Context: an optimization exercise on an open-source flow, tuned for small area. The choices shown serve that exercise and are no tape-out recipe. The RTL was checked by simulation tests, not by an equivalence proof against the original design. Power is estimated from default activity; no workload was simulated.

==> design.v <==
package cpu_pkg;
    localparam logic [5:0] OP_RTYPE = 6'b000000;
    localparam logic [5:0] OP_ADDIU = 6'b001001;
    localparam logic [5:0] OP_ANDI  = 6'b001100;
    localparam logic [5:0] OP_LW    = 6'b100011;
    localparam logic [5:0] OP_SW    = 6'b101011;
    localparam logic [5:0] OP_BEQ   = 6'b000100;
    localparam logic [5:0] OP_BNE   = 6'b000101;
    localparam int OP_HI  = 31;
    localparam int OP_LO  = 26;
    localparam int RS_HI  = 25;
    localparam int RS_LO  = 21;
    localparam int RT_HI  = 20;
    localparam int RT_LO  = 16;
    localparam int RD_HI  = 15;
    localparam int RD_LO  = 11;
    localparam int SH_HI  = 10;
    localparam int SH_LO  = 6;
    localparam int IMM_HI = 15;
    localparam int IMM_LO = 0;
    typedef enum logic [1:0] {
        BSEL_RT   = 2'd0,
        BSEL_SEXT = 2'd1,
        BSEL_ZEXT = 2'd2
    } bsel_e;
    typedef struct packed {
        logic [4:0] rs;
        logic [4:0] rt;
        logic [4:0] dest;
        logic       wen;
        bsel_e      bsel;
    } decode_t;
endpackage
module rf_wmux (
    input  logic [1:0] a,
    input  logic [1:0] b,
    output logic       y
);
    assign y = |(a & b);
endmodule
module rf_aoi3 (
    input  logic [2:0] a,
    input  logic [2:0] b,
    output logic       y
);
    assign y = ~|(a & b);
endmodule
module rf_nand4 (
    input  logic [3:0] x,
    output logic       y
);
    assign y = ~&x;
endmodule
module rf_nand2 (
    input  logic a,
    input  logic b,
    output logic y
);
    assign y = ~(a & b);
endmodule
module rf_nand3 (
    input  logic [2:0] x,
    output logic       y
);
    assign y = ~&x;
endmodule
module rf_a2111o (
    input  logic a,
    input  logic b,
    input  logic c,
    input  logic d,
    input  logic e,
    output logic y
);
    assign y = (a & b) | c | d | e;
endmodule
module rf_read_bit (
    input  logic [31:0] sel,
    input  logic [31:0] d,
    output logic        y
);
    logic [9:0] g;
    logic [2:0] p;
    logic       n31;
    for (genvar k = 0; k < 10; k++) begin : grp
        rf_aoi3 u_g (.a(sel[3*k+2:3*k]), .b(d[3*k+2:3*k]), .y(g[k]));
    end
    rf_nand4  u_p0  (.x(g[3:0]), .y(p[0]));
    rf_nand4  u_p1  (.x(g[7:4]), .y(p[1]));
    rf_nand2  u_n31 (.a(sel[31]), .b(d[31]), .y(n31));
    rf_nand3  u_p2  (.x({n31, g[9:8]}), .y(p[2]));
    rf_a2111o u_or  (.a(sel[30]), .b(d[30]), .c(p[0]), .d(p[1]), .e(p[2]), .y(y));
endmodule
module reg_file_2r1w #(
    parameter int XLEN  = 32,
    parameter int NREGS = 32
) (
    input  logic [4:0]                ra,
    output logic [XLEN-1:0]           rd,
    input  logic [(NREGS-1)*XLEN-1:0] nregs,
    input  logic [NREGS-1:1]          nvld,
    input  logic                      hold,
    input  logic [XLEN-1:0]           q
);
    logic [NREGS-1:0] sel;
    always_comb begin
        sel[0] = hold;
        for (int i = 1; i < NREGS; i++) sel[i] = (ra == i[4:0]) && nvld[i] && !hold;
    end
    for (genvar j = 0; j < XLEN; j++) begin : bit_g
        logic [NREGS-1:0] col;
        always_comb begin
            col[0] = q[j];
            for (int i = 1; i < NREGS; i++) col[i] = nregs[(i-1)*XLEN + j];
        end
        rf_read_bit u_rb (.sel(sel), .d(col), .y(rd[j]));
    end
endmodule
module id_issue_stage
#(
    parameter int XLEN  = 32,
    parameter int NREGS = 32
) (
    input  logic            clk,
    input  logic            rst_n,
    input  logic            in_valid,
    output logic            in_ready,
    input  logic [31:0]     in_instr,
    output logic            out_valid,
    input  logic            out_ready,
    output logic [31:0]     Instruction,
    output logic [XLEN-1:0] A,
    output logic [XLEN-1:0] B,
    output logic [4:0]      shamt,
    output logic [XLEN-1:0] store_data,
    output logic [4:0]      dest,
    output logic            dest_wen,
    input  logic            wb_en,
    input  logic [4:0]      wb_addr,
    input  logic [XLEN-1:0] wb_data,
    input  logic            flush
);
    logic [4:0]      rs, rt, rd;
    logic [5:0]      op;
    logic            is_rtype, is_ifwr;
    logic            in_wen;
    logic [4:0]      in_dest;
    logic [XLEN-1:0] rs_val, rt_val;
    assign op = in_instr[cpu_pkg::OP_HI:cpu_pkg::OP_LO];
    assign rs = in_instr[cpu_pkg::RS_HI:cpu_pkg::RS_LO];
    assign rt = in_instr[cpu_pkg::RT_HI:cpu_pkg::RT_LO];
    assign rd = in_instr[cpu_pkg::RD_HI:cpu_pkg::RD_LO];
    assign is_rtype = (op == cpu_pkg::OP_RTYPE);
    assign is_ifwr  = (op == cpu_pkg::OP_ADDIU) || (op == cpu_pkg::OP_LW) ||
                      (op == cpu_pkg::OP_ANDI);
    assign in_dest  = is_rtype ? rd : (is_ifwr ? rt : 5'd0);
    assign in_wen   = (in_dest != 5'd0);
    logic            out_valid_q, hold;
    logic [31:0]     instr_q;
    logic [XLEN-1:0] a_q, store_q;
    logic [(NREGS-1)*XLEN-1:0] regs_q, regs_d;
    logic [NREGS-1:1]      vld_q;
    logic [NREGS-1:0]      wsel;
    always_comb begin
        wsel = '0;
        for (int i = 1; i < NREGS; i++) wsel[i] = wb_en && (wb_addr == i[4:0]);
    end
    logic [NREGS-1:1] vld_d;
    assign vld_d = vld_q | wsel[NREGS-1:1];
    always_ff @(posedge clk or negedge rst_n) begin
        if (!rst_n) vld_q <= '0;
        else        vld_q <= vld_d;
    end
    for (genvar i = 1; i < NREGS; i++) begin : wr_g
        for (genvar j = 0; j < XLEN; j++) begin : bit_g
            rf_wmux u_wm (
                .a({wsel[i], ~wsel[i]}),
                .b({wb_data[j], regs_q[(i-1)*XLEN + j]}),
                .y(regs_d[(i-1)*XLEN + j])
            );
        end
    end
    always_ff @(posedge clk) regs_q <= regs_d;
    reg_file_2r1w #(.XLEN(XLEN), .NREGS(NREGS)) u_rd_rs (
        .ra(rs), .rd(rs_val), .nregs(regs_d), .nvld(vld_d), .hold(hold), .q(a_q)
    );
    reg_file_2r1w #(.XLEN(XLEN), .NREGS(NREGS)) u_rd_rt (
        .ra(rt), .rd(rt_val), .nregs(regs_d), .nvld(vld_d), .hold(hold), .q(store_q)
    );
    logic [NREGS-1:1] busy_q;
    logic [NREGS-1:0] busy_d, busy_eff, wb_mask, set_mask, fl_mask;
    logic             stall, accept;
    always_comb begin
        wb_mask  = '0;
        set_mask = '0;
        fl_mask  = '0;
        for (int i = 1; i < NREGS; i++) begin
            wb_mask[i]  = wb_en && (wb_addr == i[4:0]);
            set_mask[i] = accept && (in_dest == i[4:0]);
            fl_mask[i]  = flush && out_valid_q && (dest == i[4:0]);
        end
    end
    assign busy_eff = {busy_q, 1'b0} & ~wb_mask;
    assign stall    = in_valid & (busy_eff[rs] | busy_eff[rt] | (is_rtype & busy_eff[rd]));
    assign in_ready = (!out_valid_q | out_ready) & !stall & !flush;
    assign accept   = in_valid & in_ready;
    assign busy_d   = (busy_eff & ~fl_mask) | set_mask;
    always_ff @(posedge clk or negedge rst_n) begin
        if (!rst_n) begin
            out_valid_q <= 1'b0;
            busy_q      <= '0;
        end else begin
            out_valid_q <= accept | (out_valid_q & !out_ready & !flush);
            busy_q      <= busy_d[NREGS-1:1];
        end
    end
    assign hold = out_valid_q & !out_ready;
    logic [31:0] instr_d;
    for (genvar j = 0; j < 32; j++) begin : ins_g
        rf_wmux u_wm (.a({~hold, hold}), .b({in_instr[j], instr_q[j]}), .y(instr_d[j]));
    end
    always_ff @(posedge clk) begin
        instr_q <= instr_d;
        a_q     <= rs_val;
        store_q <= rt_val;
    end
    logic [5:0] op_q;
    logic       q_rtype, q_ifwr, q_sext, q_zext;
    assign op_q    = instr_q[cpu_pkg::OP_HI:cpu_pkg::OP_LO];
    assign q_rtype = (op_q == cpu_pkg::OP_RTYPE);
    assign q_ifwr  = (op_q == cpu_pkg::OP_ADDIU) || (op_q == cpu_pkg::OP_LW) ||
                     (op_q == cpu_pkg::OP_ANDI);
    assign q_sext  = (op_q == cpu_pkg::OP_ADDIU) || (op_q == cpu_pkg::OP_LW) ||
                     (op_q == cpu_pkg::OP_SW);
    assign q_zext  = (op_q == cpu_pkg::OP_ANDI);
    assign out_valid   = out_valid_q;
    assign Instruction = instr_q;
    assign A           = a_q;
    assign store_data  = store_q;
    assign shamt       = instr_q[cpu_pkg::SH_HI:cpu_pkg::SH_LO];
    assign dest        = q_rtype ? instr_q[cpu_pkg::RD_HI:cpu_pkg::RD_LO] :
                         (q_ifwr ? instr_q[cpu_pkg::RT_HI:cpu_pkg::RT_LO] : 5'd0);
    assign dest_wen    = (dest != 5'd0);
    assign B = (q_sext | q_zext) ?
               {{(XLEN-16){q_sext & instr_q[15]}}, instr_q[cpu_pkg::IMM_HI:cpu_pkg::IMM_LO]} :
               store_q;
endmodule
==> flow/run.sh <==
#!/bin/bash
# Layout flow: the standard flow (standard synthesis and ORFS steps), with two changes:
# the port buffers are the smallest buffer cell, clock tree synthesis inserts no dummy
# loads, and after global routing gates off the critical paths are sized down
# (RECOVER_POWER, percent of paths with positive slack). Each tool's full output goes to a log file in this folder.
set -euo pipefail
cd "$(dirname "$0")/.."
bash standard.sh \
  "BUFFER_PORTS_ARGS=-buffer_cell sky130_fd_sc_hd__buf_1" \
  "CTS_ARGS=-sink_clustering_enable -repair_clock_nets -dont_use_dummy_load -buf_list {sky130_fd_sc_hd__clkbuf_4 sky130_fd_sc_hd__clkbuf_8} -sink_clustering_size 15 -sink_clustering_max_diameter 60" \
  "RECOVER_POWER=100" \
  finish > flow_make.log 2>&1
==> standard.sh <==
#!/bin/bash
# synth_recipe.tcl (not shown) runs the flow's synth.tcl, then flattens the netlist and writes it again
# the make line also repeats each setting of config.mk as NAME=value (left out here)
make -C /OpenROAD-flow-scripts/flow DESIGN_CONFIG=/design/flow/config.mk WORK_HOME=/design/flow/orfs CLKGATE_MAP_FILE= SYNTH_SCRIPT=/design/flow/synth_recipe.tcl "${@:-finish}"
==> config.mk <==
export PLATFORM = sky130hd
export DESIGN_NAME = id_issue_stage
export DESIGN_NICKNAME = id_issue_stage
export VERILOG_FILES = /design/flow/design.v
export SDC_FILE = /design/flow/constraint.sdc
export NUM_CORES = 4
export LEC_CHECK = 0
export CAP_MARGIN = 20
export CORE_MARGIN = 2
export CORE_UTILIZATION = 40
export PLACE_DENSITY = 0.55
export SLEW_MARGIN = 20
export SYNTH_HIERARCHICAL = 1
==> constraint.sdc <==
create_clock -name core_clock -period 10.0 [get_ports {clk}]
set_input_delay 2.0000 -clock core_clock [delete_from_list [all_inputs] [get_ports {clk}]]
set_output_delay 2.0000 -clock core_clock [all_outputs]
set_load 0.01 [all_outputs]
==> results of run 1 <==
[per-stage QoR]
| stage | worst slack, ns | cells | utilization |
|---|---|---|---|
| 6_report | 1.05 | 5649 | 0.446 |
| 5_1_grt | 1.06 | 5647 | 0.446 |
| 4_1_cts | 2.14 | 5646 | 0.449 |
| 3_5_place_dp | 2.16 | 5540 | 0.436 |
| 3_3_place_gp | 2.26 | 5540 | 0.436 |
| 2_1_floorplan | 2.62 | 3748 | - |
[worst max path at each step]
stage                     from             endpoint  depth (start not counted)
CTS                 wb_addr[2]             in_ready                         11
detailed placement  wb_addr[2]             in_ready                         11
global route         out_ready             in_ready                          8
finish               out_ready  store_q[30]$_DFF_P_                         10
global placement    wb_addr[2]             in_ready                         11
floorplan           wb_addr[3]             in_ready                          9
[synthesized netlist by cell type, types with 7 or more instances]
cell | count | share of area
inv_1 | 40 | 0.0034
o22ai_1 | 23 | 0.0032
and3_1 | 61 | 0.0085
nand4_1 | 134 | 0.019
buf_2 | 9 | 0.0010
dfxtp_1 | 1088 | 0.49
nor2b_1 | 12 | 0.0017
a22oi_1 | 12 | 0.0020
nand2_1 | 144 | 0.012
a22o_1 | 1031 | 0.20
o21ai_0 | 14 | 0.0016
nor4b_2 | 8 | 0.0027
nor3_1 | 8 | 0.00090
nand2b_1 | 26 | 0.0036
nor2_1 | 65 | 0.0055
mux2_2 | 16 | 0.0040
and4bb_2 | 7 | 0.0020
o211ai_1 | 8 | 0.0013
buf_4 | 10 | 0.0017
nand3_1 | 74 | 0.0083
a2111o_1 | 64 | 0.016
dfrtp_1 | 63 | 0.035
o21ai_1 | 24 | 0.0027
a222oi_1 | 640 | 0.14
a21o_1 | 17 | 0.0029
or2_2 | 17 | 0.0024
clkbuf_1 | 17 | 0.0014
[Yosys stat by module (local to each module, per instance), excerpt]
module          area (um^2)  copies in the design
rf_aoi3                10.0                   640
rf_nand3               5.00                    64
id_issue_stage        26400                     1
rf_wmux                8.76                  1024
rf_a2111o              11.3                    64
rf_nand4               6.26                   128
rf_nand2               3.75                    64
[cell families (layout without fill, tap and decap cells)]
group	count (synthesis)	in the layout	synth area share
buffers and inverters	81	491	0.00823
and+or+nand+nor	602	602	0.0766
xor gates and xnor gates	2	2	0.000392
other	0	3	0
AOI/OAI and AO/OA	1888	1888	0.386
DFF	1151	1151	0.523
muxes	24	24	0.00641
[power by group through the flow]
stage | sequential, W | combinational, W | clock [W]
3_3_place_gp | 0.00583 | 0.00186 | 0
6_report | 0.00576 | 0.00195 | 0.00253
4_1_cts | 0.00575 | 0.00190 | 0.00255
2_1_floorplan | 0.00577 | 0.00131 | 0
3_5_place_dp | 0.00585 | 0.00188 | 0
5_1_grt | 0.00583 | 0.00206 | 0.00271
[flip-flops by register name, summed over array words and instances, names as in the netlist]
| register | flops |
|---|---|
| instr_q | 32 |
| out_valid_q | 1 |
| a_q | 32 |
| vld_q | 31 |
| regs_q | 992 |
| store_q | 32 |
| busy_q | 31 |
[final cells by class]
| type | count | area share |
|---|---|---|
| flip-flops and latches | 1151 | 0.472 |
| clock buffers | 106 | 0.0295 |
| diodes | 3 | 0.000152 |
| multi-input cells | 2516 | 0.425 |
| inverters | 41 | 0.00316 |
| repair buffers | 344 | 0.0320 |
| well taps | 1488 | 0.0376 |
[worst max-delay path: stages]
cell	delay, ns
buf_1	0.06
nand2b_2	0.15
clkbuf_1	0.82
inv_4	0.75
clkbuf_1	2.21
nor4_1	0.55
and4_1	1.11
a222oi_1	0.74
nand4_1	0.51
a2111o_1	0.55
[layer usage]
layer | track usage | vias to the layer above
li1 | - | 17700
met1 | 0.469 | 21406
met2 | 0.499 | 3443
met3 | 0.0863 | 637
met4 | 0.214 | 4
met5 | 0 | -
==> notes.md, run 1 <==
global route total overflow=0; All-Layer GR Usage=0.348; most frequent cells in the layout=dfxtp_1 (1,088), a22o_1 (1,031), a222oi_1 (640); max-cap violations=54; Hold Path Stages=1; Core Box Area=between 0.1 and 0.15 mm^2; worst reg2reg startpoint=out_valid_q$_DFF_PN0_; Switch Pwr=between 0.003 and 0.004 W; Slew HR=-1.57; most common cell after layout, fill and taps aside=dfxtp_1; Post-Syn Instances=roughly 3.7k; sequential power share=0.562; post-synthesis async set-or-reset flop share=0.0547; Syn Area/Cell=11.9 um^2; hold_buf cts=0; CTS Root Buffer Type=clkbuf_8; Static Leak=about 19 nW; vias per cell=7.65; via count=between 40k and 50k; hold_ws=between 0.4 and 0.5 ns; Routed WL=approximately 210,000 um; Die H=around 340 um; reg2reg setup slack=1.96 ns; Worst Setup Start Kind=input pin; CTS clk-pin slew, worst paths=approximately 0.090 ns; Die Footprint=roughly 0.11 mm^2; Slew Viols, Final=1,643; Worst Clk Skew=0.138 ns; WP data arrival=a little under 10 ns; Layout Nets=roughly 4.2k; worst vdd ir=97.6 uV; crit path kind=input pin to flop; CTS tree=built; Hold Path End=vld_q[27]$_DFF_PN0_; Final Cycle Share=0.895; latest clock arrival within the worst-skew pair=0.84 ns; share of layout cells above drive strength 1=0.0758; Row Count=between 100 and 150; port bufs=215; Final Setup Violations=0; Worst R2R Path Depth=9; Power Density=between 200 and 250 mW/mm^2; CTS buffer count=106; total power=0.0102 W; dpl hpwl=between 100,000 and 150,000 um; Tmin final=8.95 ns; Area Overhead vs Synth=10.7%; wire length on met1=around 84,000 um; htree depth=3; Final Cell Area=0.0495 mm^2; CP required=10.69 ns; Max Root-Sink Buffers=3; FF-to-FF End=store_q[30]$_DFF_P_; fill count=roughly 11k; Die Span X=338 um; initial drt markers=roughly 9.2k; metal2 WL=about 87,000 um; post-synthesis sequential area ratio=0.523; fmax=0.112 GHz; initial antenna violation count=5; Layout Check Fails=max-capacitance violations, max-slew violations; Post-Place Cell Area=0.0483 mm^2; multi-input logic area=~0.021 mm^2; synth unique cells=79; Logic pwr share=0.191; first-pass GRT wire length=approximately 300,000 um; GPL Wtd Cong=0.932; status=complete, but fails checks; # DRC=0; classification of the worst-slack hold path=flop to flop; HP Start=vld_q[27]$_DFF_PN0_; post-synthesis cell area=between 0.04 and 0.05 mm^2; CP Capture Type=flop; Initial Util=0.403; Final ANT Viol Nets=0; Hold Vio Cnt, Final=0; number of global-route vias before repair=~40k; Sink Count=about 1.2k; Seq cells post-synth=1,151; switching share of total power=0.293; num ports=approximately 220; wire length per cell=between 30 and 40 um; Pre-Repair DR Iteration Count=11; post-CTS setup buffers=0; post-synthesis net count=3,823; FF/Latch Area=approximately 0.023 mm^2; Synthesis Warnings=8; post-cts gate resize count=0; Setup TNS=0 ns; Post-synth EDFFs=0; clock power share=0.247; Worst Path Max Fanout=48; largest net degree at the start of global routing=64; DR top layer=met5; cell internal pwr=0.00724 W; Worst Tran Pin Value=between 3 and 4 ns; met3 wire length=26,400 um; main flop type after synthesis=dfxtp_1; RSZ-0062 raised after global routing=no
==> run 2, diff against run 1 <==
==> flow/run.sh (replaced) <==
#!/bin/bash
set -euo pipefail
cd "$(dirname "$0")/.."
SB="$PWD/flow/small_buffers.tcl"
bash standard.sh \
  "BUFFER_PORTS_ARGS=-buffer_cell sky130_fd_sc_hd__buf_1" \
  "CTS_ARGS=-sink_clustering_enable -repair_clock_nets -dont_use_dummy_load -buf_list {sky130_fd_sc_hd__clkbuf_4 sky130_fd_sc_hd__clkbuf_8} -sink_clustering_size 14 -sink_clustering_max_diameter 100" \
  "PRE_GLOBAL_PLACE_TCL=$SB" "PRE_RESIZE_TCL=$SB" "PRE_GLOBAL_ROUTE_TCL=$SB" \
  finish > flow_make.log 2>&1
==> flow/small_buffers.tcl (new file) <==
# Placement and routing repair: buffer with the small buffer cells only, so that fixing the
# slew of a high-fanout net does not take a larger buffer than it needs.
set_dont_use {sky130_fd_sc_hd__buf_4 sky130_fd_sc_hd__buf_6 sky130_fd_sc_hd__buf_8
  sky130_fd_sc_hd__buf_12 sky130_fd_sc_hd__buf_16 sky130_fd_sc_hd__bufbuf_8
  sky130_fd_sc_hd__bufbuf_16 sky130_fd_sc_hd__clkbuf_4 sky130_fd_sc_hd__clkbuf_8
  sky130_fd_sc_hd__clkbuf_16 sky130_fd_sc_hd__clkdlybuf4s15_1 sky130_fd_sc_hd__clkdlybuf4s15_2
  sky130_fd_sc_hd__clkdlybuf4s18_1 sky130_fd_sc_hd__clkdlybuf4s18_2
  sky130_fd_sc_hd__clkdlybuf4s25_1 sky130_fd_sc_hd__clkdlybuf4s25_2
  sky130_fd_sc_hd__clkdlybuf4s50_1 sky130_fd_sc_hd__clkdlybuf4s50_2
  sky130_fd_sc_hd__dlygate4sd1_1 sky130_fd_sc_hd__dlygate4sd2_1 sky130_fd_sc_hd__dlygate4sd3_1
  sky130_fd_sc_hd__dlymetal6s2s_1 sky130_fd_sc_hd__dlymetal6s4s_1 sky130_fd_sc_hd__dlymetal6s6s_1}
--- a/config.mk
+++ b/config.mk
@@ -7,7 +7,7 @@
 export LEC_CHECK = 0
 export CAP_MARGIN = 20
 export CORE_MARGIN = 2
-export CORE_UTILIZATION = 40
-export PLACE_DENSITY = 0.55
+export CORE_UTILIZATION = 45
+export PLACE_DENSITY = 0.6
 export SLEW_MARGIN = 20
 export SYNTH_HIERARCHICAL = 1
==> run 2 against run 1 <==
Compared with the run above:
- the run now finishes clean
- area after synthesis stayed put
- clock power decreased by 6%
- first-iteration DRC count increased by 16%
- synthesized cell count did not move
- non-clock buffer count rose by 134
- sequential share of layout area barely moved
- die area decreased by 11%
- largest cell class unchanged
- largest power group unchanged
==> notes.md, run 2 <==
switching share of total power=0.297; fmax=about 0.13 GHz; Static Leak=approximately 19 nW; Slew Viols, Final=0; Worst Clk Skew=between 0.04 and 0.05 ns; Max Root-Sink Buffers=3; number of global-route vias before repair=40.7k; Routed WL=204,000 um; max reg flops=992; post-synthesis async set-or-reset flop share=0.0547; CP Capture Type=output pin; Setup TNS=0 ns; All-Layer GR Usage=0.381; Die Footprint=0.102 mm^2; Final Cycle Share=0.748; wire length per cell=36.7 um; CP required=~8.0 ns; Layout Nets=roughly 4.4k; area leader, netlist=dfxtp_1; Synthesis Warnings=8; Worst Tran Pin Value=1.22 ns; largest net degree at the start of global routing=29; initial drt markers=about 11k; Die H=between 300 and 400 um; port bufs=approximately 220; post-synthesis cell area=0.0447 mm^2; post-CTS setup buffers=0; WP data arrival=around 5.5 ns; FF-to-FF End=a_q[7]$_DFF_P_; crit path kind=input pin to output pin; Synth area leaders=dfxtp_1 (49%), a22o_1 (20%), a222oi_1 (14%), dfrtp_1 (3.5%), nand4_1 (1.9%); CTS tree=built; num ports=around 220; post-synthesis net count=around 3.8k; Core Box Area=slightly below 0.1 mm^2; classification of the worst-slack hold path=flop to flop; CTS buffer count=93; Pre-Repair DR Iteration Count=12; Reg with most FFs=regs_q; hold_buf cts=0; latest clock arrival within the worst-skew pair=0.80 ns; Sink Count=1,151; Logic pwr share=0.194; Worst R2R Path Depth=9; Worst Path Max Fanout=17; Power Density=just over 200 mW/mm^2; Final Setup Violations=0; Post-Syn Instances=approximately 3.7k; Hold Path Stages=1; synth unique cells=slightly below 80; Slew HR=0.186; CTS Root Buffer Type=clkbuf_8; worst reg2reg startpoint=out_valid_q$_DFF_PN0_; GPL Wtd Cong=0.949; global route total overflow=0; Syn Area/Cell=11.9 um^2; Inst Count DP=approximately 5.5k; Hold Path End=vld_q[13]$_DFF_PN0_; Seq cells post-synth=~1.2k; post-cts gate resize count=0; Switch Pwr=approximately 0.0030 W; Initial Util=0.454; clock power share=0.235; Die Span X=319 um; top-count cell post-synth=dfxtp_1; worst vdd ir=106 uV; RSZ-0062 raised after global routing=no; htree depth=3; initial antenna violation count=3; cell internal pwr=0.00713 W; Area Overhead vs Synth=10.7%; max-cap violations=0; sequential power share=0.571; share of layout cells above drive strength 1=0.0783; post-synthesis sequential area ratio=0.523; reg2reg setup slack=5.71 ns; via count=about 44k; Worst Setup Start Kind=input pin; main flop type after synthesis=dfxtp_1; Hold Vio Cnt, Final=0; HP Start=vld_q[13]$_DFF_PN0_; Row Count=~120; Yosys top cell area share=0.487; final core occ=0.503; first-pass GRT wire length=between 200,000 and 300,000 um; CTS clk-pin slew, worst paths=around 0.090 ns; most common cell after layout, fill and taps aside=dfxtp_1; Commonest cells post-synth=dfxtp_1 (1,088), a22o_1 (1,031), a222oi_1 (640); most frequent cells in the layout=dfxtp_1 (1,088), a22o_1 (1,031), a222oi_1 (640); Post-synth EDFFs=0; Final ANT Viol Nets=0; final cell count without fillers=roughly 5.6k; status=finished clean; Tmin final=approximately 7.5 ns; # DRC=0; vias per cell=7.90; dpl hpwl=between 100,000 and 150,000 um
run 2: routing by layer:
metal,track usage,routed length [um]
met3,0.0736,24100
met2,0.557,85900
met5,0,13
met4,0.249,15900
met1,0.512,78300
run 2: modules after synthesis, one instance, submodules excluded, excerpt:
module,cells inside,area (um^2),flip-flops and latches,copies in the design
rf_aoi3,1,10.0,0,640
rf_nand2,1,3.75,0,64
rf_nand4,1,6.26,0,128
rf_a2111o,1,11.3,0,64
rf_wmux,1,8.76,0,1024
id_issue_stage,1662,26400,1151,1
rf_nand3,1,5.00,0,64
run 2: power groups by stage:
| stage | Combinational [W] | Sequential [W] | Clock, W |
|---|---|---|---|
| final | 0.00196 | 0.00579 | 0.00239 |
| after global routing | 0.00207 | 0.00585 | 0.00257 |
| after CTS | 0.00190 | 0.00577 | 0.00240 |
| after detailed placement | 0.00188 | 0.00588 | 0 |
| after global placement | 0.00186 | 0.00586 | 0 |
| after floorplan | 0.00131 | 0.00577 | 0 |
run 2: final cells by class:
cell class	count	area [um^2]
fill	9078	48900
sequential	1151	23400
multi-input combinational	2516	21200
timing repair buffer	478	1930
tap	1287	1610
clock buffer	93	1280
inverter	41	156
antenna	3	7.51
run 2: how the worst max path moves through the flow:
stage	slack [ns]	cells after the start	from	endpoint
6_report	2.52	11	wb_addr[2]	in_ready
4_1_cts	2.58	11	wb_addr[2]	in_ready
3_5_place_dp	2.59	11	wb_addr[2]	in_ready
5_1_grt	2.27	11	wb_addr[1]	in_ready
3_3_place_gp	2.56	11	wb_addr[2]	in_ready
2_1_floorplan	2.62	9	wb_addr[3]	in_ready
run 2: through the flow:
stage                     hold WS [ns]  instance area (um^2)  power [W]  setup slack (ns)
after floorplan                  0.429                 44700    0.00708              2.62
after global placement           0.440                 48200    0.00773              2.56
after detailed placement         0.442                 48200    0.00776              2.59
after CTS                        0.465                 49500     0.0101              2.58
after global routing             0.481                 49500     0.0105              2.27
final                            0.464                 49500     0.0101              2.52
run 2: logic make-up (layout without fill, tap and decap cells):
family,after synthesis,count (layout),synth area share
AO/OA/AOI/OAI,1888,1888,0.386
XOR/XNOR,2,2,0.000392
buffers and inverters,81,612,0.00823
flip-flops,1151,1151,0.523
multiplexers,24,24,0.00641
other,0,3,0
AND/OR/NAND/NOR,602,602,0.0766
run 2: worst max-delay path, stage by stage:
cell,delay (ns)
buf_1,0.39
nand4_1,0.17
buf_1,0.37
nor2_4,0.35
clkinv_1,0.63
a31oi_1,0.38
o21ai_1,0.17
a21oi_4,0.27
nand4_4,0.30
a21boi_1,0.24
buf_1,0.19
==> run 3, diff against run 2 <==
--- a/config.mk
+++ b/config.mk
@@ -8,6 +8,7 @@
 export CAP_MARGIN = 20
 export CORE_MARGIN = 2
 export CORE_UTILIZATION = 45
-export PLACE_DENSITY = 0.6
+export GPL_ROUTABILITY_DRIVEN = 0
+export PLACE_DENSITY = 0.7
 export SLEW_MARGIN = 20
 export SYNTH_HIERARCHICAL = 1
==> run 3 against run 2 <==
Compared with the run above:
- still clean
- global-route usage is 4.2 points lower
- total power down 0.87%
- register-to-register slack got worse by 0.14 ns
- area after synthesis unchanged
- sequential power about the same
- critical path depth fell by 1
- combinational power about the same
- final cell count fell by 0.56%
- synthesized cell count stayed put
- die area is the same
- clock-buffer cell count is 1 lower
- non-clock buffer count fell by 29
- largest power group unchanged
==> notes.md, run 3 <==
synth unique cells=79; Worst Clk Skew=around 0.07 ns; Hold Vio Cnt, Final=0; metal2 WL=76,000 um; Post-Syn Instances=~3.7k; classification of the worst-slack hold path=flop to flop; max reg flops=just under 1k; Yosys top cell area share=0.487; post-CTS setup buffers=0; Post-synth EDFFs=0; Synth area leaders=dfxtp_1 (49%), a22o_1 (20%), a222oi_1 (14%), dfrtp_1 (3.5%), nand4_1 (1.9%); latest clock arrival within the worst-skew pair=roughly 0.8 ns; post-synthesis cell area=between 0.04 and 0.05 mm^2; top-count cell post-synth=dfxtp_1; post-cts gate resize count=0; Slowest-stage cell, CP=nand4_1; total power=around 0.01 W; number of global-route vias before repair=40.4k; Final Cycle Share=0.744; num ports=216; fmax=approximately 0.13 GHz; CP required=roughly 8.0 ns; Power Density=204 mW/mm^2; WP data arrival=between 5 and 6 ns; initial antenna violation count=4; CP Capture Type=output pin; Row Count=around 120; Routed WL=184,000 um; vias per cell=approximately 8; CP cell instances=buf_1 -> nand4_1 -> nor2_4 -> inv_1 -> a31oi_1 -> o21ai_1 -> a21oi_4 -> nand4_4 -> a21boi_1 -> buf_1; crit path kind=input pin to output pin; dpl hpwl=~130,000 um; # DRC=0; Worst Path Buf+Inv=3; Sink Count=1,151; post-synthesis net count=3,823; htree depth=3; Max Root-Sink Buffers=3; Worst Path Max Fanout=17; Post-Place Cell Area=slightly below 0.05 mm^2; largest net degree at the start of global routing=30; Commonest cells post-synth=dfxtp_1 (1,088), a22o_1 (1,031), a222oi_1 (640); Setup TNS=0 ns; CTS clk-pin slew, worst paths=about 0.090 ns; Crit path max-delay family=simple AND/OR/NAND/NOR gates; Area Overhead vs Synth=10.4%; Die Span X=319 um; post-synthesis async set-or-reset flop share=0.0547; share of layout cells above drive strength 1=0.0755; Slew HR=0.186; Reg with most FFs=regs_q; main flop type after synthesis=dfxtp_1; worst vdd ir=approximately 100 uV; Layout Nets=approximately 4.3k; global route total overflow=0; first-pass GRT wire length=around 270,000 um; Die Footprint=slightly above 0.1 mm^2; Pre-Repair DR Iteration Count=13; most common cell after layout, fill and taps aside=dfxtp_1; status=finished clean; RSZ-0062 raised after global routing=no; Seq cells post-synth=between 1k and 1.5k; Tmin final=approximately 7.4 ns; hold_buf cts=0; via count=43.9k; Final ANT Viol Nets=0; most frequent cells in the layout=dfxtp_1 (1,088), a22o_1 (1,031), a222oi_1 (640); post-synthesis sequential area ratio=0.523; wire length per cell=33.2 um; Final Setup Violations=0; Static Leak=roughly 19 nW; port bufs=around 220; All-Layer GR Usage=0.339; wire length on met1=approximately 70,000 um; Syn Area/Cell=between 10 and 15 um^2; Die H=around 320 um; Final Cell Area=0.0494 mm^2; Worst Tran Pin Value=1.22 ns; initial drt markers=about 11k; CTS tree=built; CTS Root Buffer Type=clkbuf_8; Core Box Area=0.0984 mm^2; Slew Viols, Final=0; Largest stage delay, worst path=0.63 ns; Worst Setup Start Kind=input pin; area leader, netlist=dfxtp_1; max-cap violations=0; most used cell, CP=buf_1; final core occ=0.502; CTS buffer count=92; Synthesis Warnings=8; met3 wire length=24,500 um; DR top layer=met5; Initial Util=0.454
## run 3: changes by cell type in the layout (fill, tap and decap cells not counted), moves of 2 or more
cell,change
and3_2,-20
and3_1,+20
buf_1,-40
nand2_1,+2
clkbuf_2,+4
clkinv_1,+2
buf_2,+7
nand2_2,-2
## run 3: worst reg2reg max path: stages, from the launching register on
cell	delay, ns
dfrtp_1	0.43
nand2b_2	0.20
inv_4	0.29
buf_1	0.78
nor4_2	0.17
and3_1	0.55
buf_1	0.64
a222oi_1	0.65
nand4_1	0.30
a2111o_1	0.35
## run 3: through the flow
step / instances / worst slack (ns) / hold slack [ns]
global placement: 5443 / 2.75 / 0.439
CTS: 5535 / 2.70 / 0.463
detailed placement: 5443 / 2.69 / 0.443
global route: 5537 / 2.37 / 0.477
floorplan: 3748 / 2.62 / 0.429
finish: 5538 / 2.56 / 0.461
## run 3: cell type report
type	instances	area [um^2]
Sequential cell	1151	23400
Fill cell	8961	49100
Timing Repair Buffer	449	1830
Inverter	41	156
Clock buffer	92	1270
Antenna cell	2	5.00
Multi-Input combinational cell	2516	21100
Tap cell	1287	1610
## run 3: cells by family after synthesis
group,count (synthesis),share of synthesized area
AO/OA/AOI/OAI,1888,0.386
XOR/XNOR,2,0.000392
buffers and inverters,81,0.00823
flip-flops,1151,0.523
multiplexers,24,0.00641
AND/OR/NAND/NOR,602,0.0766
## run 3: Yosys stat by module, one instance, submodules excluded, excerpt
module / flops+latches / cells inside
id_issue_stage: 1151 / 1662
rf_a2111o: 0 / 1
rf_aoi3: 0 / 1
rf_wmux: 0 / 1
rf_nand4: 0 / 1
rf_nand3: 0 / 1
rf_nand2: 0 / 1
## run 3: power by group
| group | total [W] | switching (W) | internal (W) |
|---|---|---|---|
| logic | 0.00193 | 0.00109 | 0.000843 |
| registers | 0.00579 | 0.000331 | 0.00546 |
| clock network | 0.00233 | 0.00151 | 0.000823 |
## run 3: per-layer routing
layer,GRT usage,vias up
li1,-,17916
met1,0.457,21391
met2,0.488,3859
met3,0.0716,755
met4,0.227,6
met5,0,-
## run 3: worst paths after layout
kind	end	startpoint	cells after the start	slack [ns]
max	in_ready	wb_addr[2]	10	2.56
min	vld_q[10]$_DFF_PN0_	vld_q[10]$_DFF_PN0_	1	0.46
max reg2reg	a_q[22]$_DFF_P_	out_valid_q$_DFF_PN0_	9	5.57
min reg2reg	vld_q[10]$_DFF_PN0_	vld_q[10]$_DFF_PN0_	1	0.46
max in group asynchronous	vld_q[13]$_DFF_PN0_	rst_n	2	7.97
min in group asynchronous	busy_q[19]$_DFF_PN0_	rst_n	1	1.12
==> run 4, diff against run 3 <==
--- a/config.mk
+++ b/config.mk
@@ -9,6 +9,6 @@
 export CORE_MARGIN = 2
 export CORE_UTILIZATION = 45
 export GPL_ROUTABILITY_DRIVEN = 0
-export PLACE_DENSITY = 0.7
+export PLACE_DENSITY = 0.8
 export SLEW_MARGIN = 20
 export SYNTH_HIERARCHICAL = 1
==> run 4 against run 3 <==
Compared with the run above:
- synthesized cell count stayed put
- critical endpoint unchanged
- via count is 3.8% higher
- sequential cell count stayed put
- hold slack better by 0.0025 ns
- register-to-register slack got worse by 0.68 ns
- total power rose by 0.30%
- largest power group unchanged
- clock-buffer cell count unchanged
- sequential power is essentially flat
- global-route usage increased by 0.77 points
- clock power hardly changed
- still clean
- worst setup slack worse by 0.17 ns
- critical path type unchanged
- largest cell class unchanged
==> notes.md, run 4 <==
Inst Count DP=around 5.4k; Worst Clk Skew=roughly 0.080 ns; Slew Viols, Final=0; Switch Pwr=between 0.002 and 0.003 W; FF-to-FF End=a_q[13]$_DFF_P_; share of layout cells above drive strength 1=0.0651; Post-Syn Instances=approximately 3.7k; number of global-route vias before repair=around 42k; classification of the worst-slack hold path=flop to flop; CTS clk-pin slew, worst paths=roughly 0.10 ns; Sink Count=between 1k and 1.5k; Tmin final=about 7.6 ns; CP Capture Type=output pin; Initial Util=0.454; CTS Root Buffer Type=clkbuf_8; latest clock arrival within the worst-skew pair=0.79 ns; reg2reg setup slack=approximately 4.9 ns; hold_buf cts=0; Final Cycle Share=0.761; Syn Area/Cell=around 12 um^2; Pre-Repair DR Iteration Count=15; HP Start=vld_q[31]$_DFF_PN0_; post-cts gate resize count=0; main flop type after synthesis=dfxtp_1; Seq cells post-synth=1,151; most frequent cells in the layout=dfxtp_1 (1,088), a22o_1 (1,031), a222oi_1 (640); Slew HR=0.108; Logic pwr share=0.193; Static Leak=between 15 and 20 nW; htree depth=3; Worst Path Max Fanout=17; Routed WL=approximately 190,000 um; total power=just over 0.01 W; most common cell after layout, fill and taps aside=dfxtp_1; Hold Path Stages=1; CTS buffer count=a little over 90; via count=45.6k; global route total overflow=0; Final Setup Violations=0; top-count cell post-synth=dfxtp_1; Die Footprint=slightly above 0.1 mm^2; Max Root-Sink Buffers=3; Worst Tran Pin Value=between 1 and 1.5 ns; CP Launch Point=wb_addr[2]; worst vdd ir=88.6 uV; Synthesis Warnings=8; WP data arrival=around 5.6 ns; post-synthesis sequential area ratio=0.523; max reg flops=~990; Post-synth EDFFs=0; Synth area leaders=dfxtp_1 (49%), a22o_1 (20%), a222oi_1 (14%), dfrtp_1 (3.5%), nand4_1 (1.9%); Setup TNS=0 ns; switching share of total power=0.294; largest net degree at the start of global routing=33; num ports=216; Core Box Area=between 0.09 and 0.1 mm^2; crit path kind=input pin to output pin; post-synthesis net count=about 3.8k; initial drt markers=around 12k; first-pass GRT wire length=274,000 um; All-Layer GR Usage=0.347; Final ANT Viol Nets=0; Worst Setup Start Kind=input pin; Worst R2R Path Depth=9; fmax=approximately 0.13 GHz; clock power share=0.231; Yosys top cell area share=0.487; RSZ-0062 raised after global routing=no; wire length per cell=roughly 34 um; worst reg2reg startpoint=out_valid_q$_DFF_PN0_; # DRC=0; Die Span X=319 um; Area Overhead vs Synth=10.2%; max-cap violations=0; port bufs=approximately 220; Layout Nets=approximately 4.3k; area leader, netlist=dfxtp_1; Hold Vio Cnt, Final=0; Reg with most FFs=regs_q; post-synthesis cell area=0.0447 mm^2; Row Count=115; vias per cell=about 8.2; cell internal pwr=between 0.007 and 0.008 W; final core occ=0.501; sequential power share=0.575; CP required=around 8 ns; synth unique cells=79; Die H=between 300 and 400 um; post-synthesis async set-or-reset flop share=0.0547; initial antenna violation count=3; Hold Path End=vld_q[31]$_DFF_PN0_; final cell count without fillers=5,528; CTS tree=built; post-CTS setup buffers=0; Commonest cells post-synth=dfxtp_1 (1,088), a22o_1 (1,031), a222oi_1 (640); status=finished clean; Power Density=a little over 200 mW/mm^2; dpl hpwl=approximately 130,000 um
## run 4: cell types whose count changed in the layout (fill, tap and decap cells not counted), moves of 6 or more
| cell | before | now |
|---|---|---|
| and3_1 | 50 | 56 |
| buf_1 | 333 | 354 |
| nand2_1 | 133 | 141 |
| and3_2 | 11 | 5 |
| buf_2 | 100 | 70 |
| nand2_2 | 11 | 3 |
## run 4: Yosys stat by module (local to each module, per instance), excerpt
module / area, um^2 / cells inside / copies in the design
rf_nand2: 3.75 / 1 / 64
rf_nand4: 6.26 / 1 / 128
rf_wmux: 8.76 / 1 / 1024
rf_aoi3: 10.0 / 1 / 640
rf_a2111o: 11.3 / 1 / 64
rf_nand3: 5.00 / 1 / 64
id_issue_stage: 26400 / 1662 / 1
## run 4: kinds of logic (layout without fill, tap and decap cells)
| kind of cell | Yosys count | count (layout) | synth area share |
|---|---|---|---|
| mux | 24 | 24 | 0.00641 |
| flops | 1151 | 1151 | 0.523 |
| xor+xnor | 2 | 2 | 0.000392 |
| compound gates | 1888 | 1888 | 0.386 |
| other cells | 0 | 2 | 0 |
| simple gates | 602 | 602 | 0.0766 |
| buf+inv | 81 | 572 | 0.00823 |
## run 4: metal layers
metal / share of wire / vias to the layer above / GRT usage
met1: 0.35 / 21593 / 0.456
li1: - / 17867 / -
met2: 0.39 / 5040 / 0.477
met4: 0.086 / 2 / 0.240
met3: 0.17 / 1084 / 0.114
met5: 0.000058 / - / 0.00236
## run 4: how the worst max path moves through the flow
stage | to
after floorplan | in_ready
after global placement | in_ready
after global routing | in_ready
final | in_ready
after CTS | in_ready
after detailed placement | in_ready
## run 4: power by group through the flow
stage	Sequential (W)	Clock [W]	Combinational [W]
after CTS	0.00577	0.00230	0.00187
final	0.00580	0.00233	0.00195
after floorplan	0.00577	0	0.00131
after global routing	0.00585	0.00247	0.00204
after global placement	0.00585	0	0.00178
after detailed placement	0.00588	0	0.00185
## run 4: cell type report
type                            count  area, um^2
Multi-Input combinational cell   2516       21100
Timing Repair Buffer              439        1750
Tap cell                         1287        1610
Sequential cell                  1151       23400
Inverter                           41         156
Antenna cell                        2        5.00
Clock buffer                       92        1270
Fill cell                        8741       49200
## run 4: stage by stage
step	cell area [um^2]	setup slack, ns	hold slack (ns)
3_3_place_gp	48000	2.59	0.439
4_1_cts	49200	2.49	0.463
5_1_grt	49300	2.17	0.485
2_1_floorplan	44700	2.62	0.429
3_5_place_dp	48000	2.51	0.441
6_report	49300	2.39	0.464
## run 4: worst max-delay path, cell delays in order
cell      delay (ns)
buf_1           0.39
nand4_1         0.64
nor2_4          0.64
inv_1           0.47
a31oi_1         0.31
o21ai_1         0.15
a21oi_4         0.27
nand4_4         0.28
a21boi_1        0.26
buf_1           0.17
==> run 5, diff against run 4 <==
--- a/config.mk
+++ b/config.mk
@@ -9,6 +9,6 @@
 export CORE_MARGIN = 2
 export CORE_UTILIZATION = 45
 export GPL_ROUTABILITY_DRIVEN = 0
-export PLACE_DENSITY = 0.8
+export PLACE_DENSITY = 0.9
 export SLEW_MARGIN = 20
 export SYNTH_HIERARCHICAL = 1
==> run 5 against run 4 <==
Compared with the run above:
- sequential share of layout area barely moved
- global-route usage fell by 0.53 points
- largest power group unchanged
- still clean
- largest cell class unchanged
- sequential power barely moved
==> notes.md, run 5 <==
fmax=0.132 GHz; Final Cycle Share=0.758; Post-synth EDFFs=0; vias per cell=roughly 8.3; CP Launch Point=wb_addr[2]; num ports=about 220; Setup TNS=0 ns; Worst R2R Path Depth=9; Commonest cells post-synth=dfxtp_1 (1,088), a22o_1 (1,031), a222oi_1 (640); top-count cell post-synth=dfxtp_1; Core Box Area=0.0984 mm^2; # DRC=0; Layout Nets=between 4k and 5k; CTS buffer count=92; WP data arrival=around 5.6 ns; Row Count=115; final cell count without fillers=about 5.5k; classification of the worst-slack hold path=flop to flop; reg2reg setup slack=between 5 and 6 ns; Slew Viols, Final=0; latest clock arrival within the worst-skew pair=roughly 0.78 ns; Sink Count=1,151; main flop type after synthesis=dfxtp_1; Seq cells post-synth=1,151; cell internal pwr=0.00712 W; number of global-route vias before repair=between 40k and 50k; post-synthesis net count=~3.8k; Tmin final=~7.6 ns; Worst Path Max Fanout=19; Die Span X=~320 um; Area Overhead vs Synth=10.3%; post-CTS setup buffers=0; Yosys top cell area share=0.487; RSZ-0062 raised after global routing=no; CTS clk-pin slew, worst paths=about 0.1 ns; Max Root-Sink Buffers=3; post-placement setup slack=~2.7 ns; main combinational cell family by area after synthesis=compound AO/OA/AOI/OAI gates; global route total overflow=0; area leader, netlist=dfxtp_1; Die Footprint=around 0.10 mm^2; Die H=319 um; Synth Area in XOR/XNOR=0.000392; max-cap violations=0; hold_buf cts=0; CP required=about 8 ns; mux contribution to synthesized area=0.00641; All-Layer GR Usage=0.342; worst vdd ir=around 110 uV; hold_ws=0.468 ns; worst reg2reg startpoint=out_valid_q$_DFF_PN0_; post-synthesis async set-or-reset flop share=0.0547; via count=about 46k; crit path kind=input pin to output pin; Inst Count DP=5,445; post-synthesis sequential area ratio=0.523; post-synthesis cell area=roughly 0.045 mm^2; initial drt markers=13.8k; wire length per cell=around 33 um; Reg with most FFs=regs_q; Final ANT Viol Nets=0; Final Setup Violations=0; FF/Latch Area=approximately 0.023 mm^2; share of layout cells above drive strength 1=0.0642; Routed WL=roughly 180,000 um; max reg flops=about 1,000; htree depth=3; Power Density=205 mW/mm^2; initial antenna violation count=6; most frequent cells in the layout=dfxtp_1 (1,088), a22o_1 (1,031), a222oi_1 (640); post-synthesis compound-gate area fraction=0.386; Synthesis Warnings=8; port bufs=215; FF-to-FF End=store_q[5]$_DFF_P_; Post-Syn Instances=~3.7k; Worst Tran Pin Value=about 1.3 ns; first-pass GRT wire length=about 270,000 um; fill count=between 8k and 9k; Static Leak=18.8 nW; CP Capture Type=output pin; Slew HR=0.134; dpl hpwl=~120,000 um; setup ws final=roughly 2.4 ns; Simple-Gate Fraction of Synth Area=0.0766; Adder-Cell Fraction of Synth Area=0; Syn Area/Cell=around 12 um^2; sequential power share=0.576; CTS tree=built; Worst Clk Skew=around 0.075 ns; Hold Vio Cnt, Final=0; post-cts gate resize count=0; largest net degree at the start of global routing=36; total power=0.0101 W; multi-input logic area=0.0211 mm^2; Pre-Repair DR Iteration Count=17; Switch Pwr=between 0.002 and 0.003 W; synth unique cells=79; most common cell after layout, fill and taps aside=dfxtp_1; Worst Setup Start Kind=input pin; switching share of total power=0.295; CTS Root Buffer Type=clkbuf_8; Initial Util=0.454; status=finished clean; clock power share=0.230; CP Capture Point=in_ready; Logic pwr share=0.194; Synth area leaders=dfxtp_1 (49%), a22o_1 (20%), a222oi_1 (14%), dfrtp_1 (3.5%), nand4_1 (1.9%)
==> run 5: cell types whose count changed in the layout (fill, tap and decap cells not counted), moves of 3 or more <==
| cell | previous run | this run |
|---|---|---|
| nand2_1 | 141 | 144 |
| nand2_2 | 3 | 0 |
| buf_2 | 70 | 73 |
| buf_1 | 354 | 359 |
| clkbuf_2 | 15 | 19 |
| and3_2 | 5 | 0 |
| and3_1 | 56 | 61 |
==> run 5: worst max-delay path, stage by stage <==
cell and delay (ns):
buf_1 0.43, nand4_1 0.61, nor2_4 0.61, inv_1 0.46, a31oi_1 0.34, o21ai_1 0.16
a21oi_4 0.26, nand4_4 0.28, a21boi_1 0.23, buf_1 0.17
==> run 5: how the worst min path moves through the flow <==
stage,from,end,slack (ns),cells past startpoint
6_report,vld_q[23]$_DFF_PN0_,vld_q[23]$_DFF_PN0_,0.47,1
4_1_cts,vld_q[28]$_DFF_PN0_,vld_q[28]$_DFF_PN0_,0.47,1
5_1_grt,vld_q[13]$_DFF_PN0_,vld_q[13]$_DFF_PN0_,0.48,1
3_3_place_gp,vld_q[23]$_DFF_PN0_,vld_q[23]$_DFF_PN0_,0.44,1
2_1_floorplan,vld_q[10]$_DFF_PN0_,vld_q[10]$_DFF_PN0_,0.43,1
3_5_place_dp,vld_q[28]$_DFF_PN0_,vld_q[28]$_DFF_PN0_,0.45,1
==> run 5: final cells by class <==
class                      count  share of cell area
sequential                  1151               0.474
multi-input combinational   2516               0.428
timing repair buffer         451              0.0367
tap                         1287              0.0327
clock buffer                  92              0.0257
inverter                      41             0.00317
antenna                        1           0.0000508
==> run 5: Yosys stat by module (local to each module, per instance), a selection <==
module,copies in the design,cells inside,flops+latches,area (um^2)
rf_wmux,1024,1,0,8.76
rf_nand4,128,1,0,6.26
rf_aoi3,640,1,0,10.0
rf_a2111o,64,1,0,11.3
id_issue_stage,1,1662,1151,26400
rf_nand2,64,1,0,3.75
rf_nand3,64,1,0,5.00
==> run 5: metal layers <==
metal | global-route usage | wire [um] | vias to the layer above | part of all wire
met2 | 0.475 | 72400 | 5331 | 0.39
met1 | 0.428 | 61000 | 21541 | 0.33
li1 | - | - | 17912 | -
met5 | 0 | 76 | - | 0.00041
met4 | 0.269 | 19100 | 10 | 0.10
met3 | 0.120 | 32400 | 1407 | 0.18
==> run 5: kinds of logic (layout without fill, tap and decap cells) <==
group | after synthesis | in the layout
simple gates | 602 | 602
compound gates | 1888 | 1888
other cells | 0 | 1
buf+inv | 81 | 584
flops | 1151 | 1151
xor+xnor | 2 | 2
mux | 24 | 24
==> run 5: power groups by stage <==
| stage | Sequential, W | Combinational, W | Clock (W) |
|---|---|---|---|
| detailed placement | 0.00589 | 0.00184 | 0 |
| CTS | 0.00579 | 0.00187 | 0.00228 |
| global route | 0.00587 | 0.00205 | 0.00245 |
| global placement | 0.00585 | 0.00176 | 0 |
| finish | 0.00582 | 0.00196 | 0.00232 |
| floorplan | 0.00577 | 0.00131 | 0 |
==> run 5: through the flow <==
step | instance area (um^2) | util
5_1_grt | 49300 | 0.501
2_1_floorplan | 44700 | -
4_1_cts | 49300 | 0.501
3_5_place_dp | 48000 | 0.488
3_3_place_gp | 48000 | 0.488
6_report | 49300 | 0.501

[static timing again, ports no longer ideal]
Ports are ideal in the flow. The routed layouts listed here were re-timed in OpenROAD. Step 1 sets driving cells, clkbuf_16 on the clock port and buf_2 on the other inputs (assumed; they add their load-dependent delay and slew). Step 2, shift: input delay + t, output delay - t, t = (earliest + latest rising clock arrival at the registers) / 2. This alone moves slack from input paths to output paths. a / b / c = ideal ports / drivers / drivers and shift; a / b = the first two.
run | t (ns) | setup slack, ns | hold slack, ns | worst register clock-pin slew, ns
run 1 | 0.848 | 1.053 / 1.106 / 0.258 | 0.453 / 0.453 / 0.453 | 0.10 / 0.10
run 2 | 0.837 | 2.523 / 2.498 / 2.498 | 0.464 / 0.464 / 0.464 | 0.11 / 0.11
run 3 | 0.817 | 2.558 / 2.530 / 2.530 | 0.461 / 0.461 / 0.461 | 0.10 / 0.10
run 4 | 0.808 | 2.391 / 2.366 / 2.366 | 0.464 / 0.464 / 0.464 | 0.10 / 0.10
run 5 | 0.788 | 2.423 / 2.397 / 2.397 | 0.468 / 0.468 / 0.468 | 0.10 / 0.10
For run 1, which loses most, drivers alone change the setup slack by +0.053 ns; drivers and shift together by -0.795 ns.
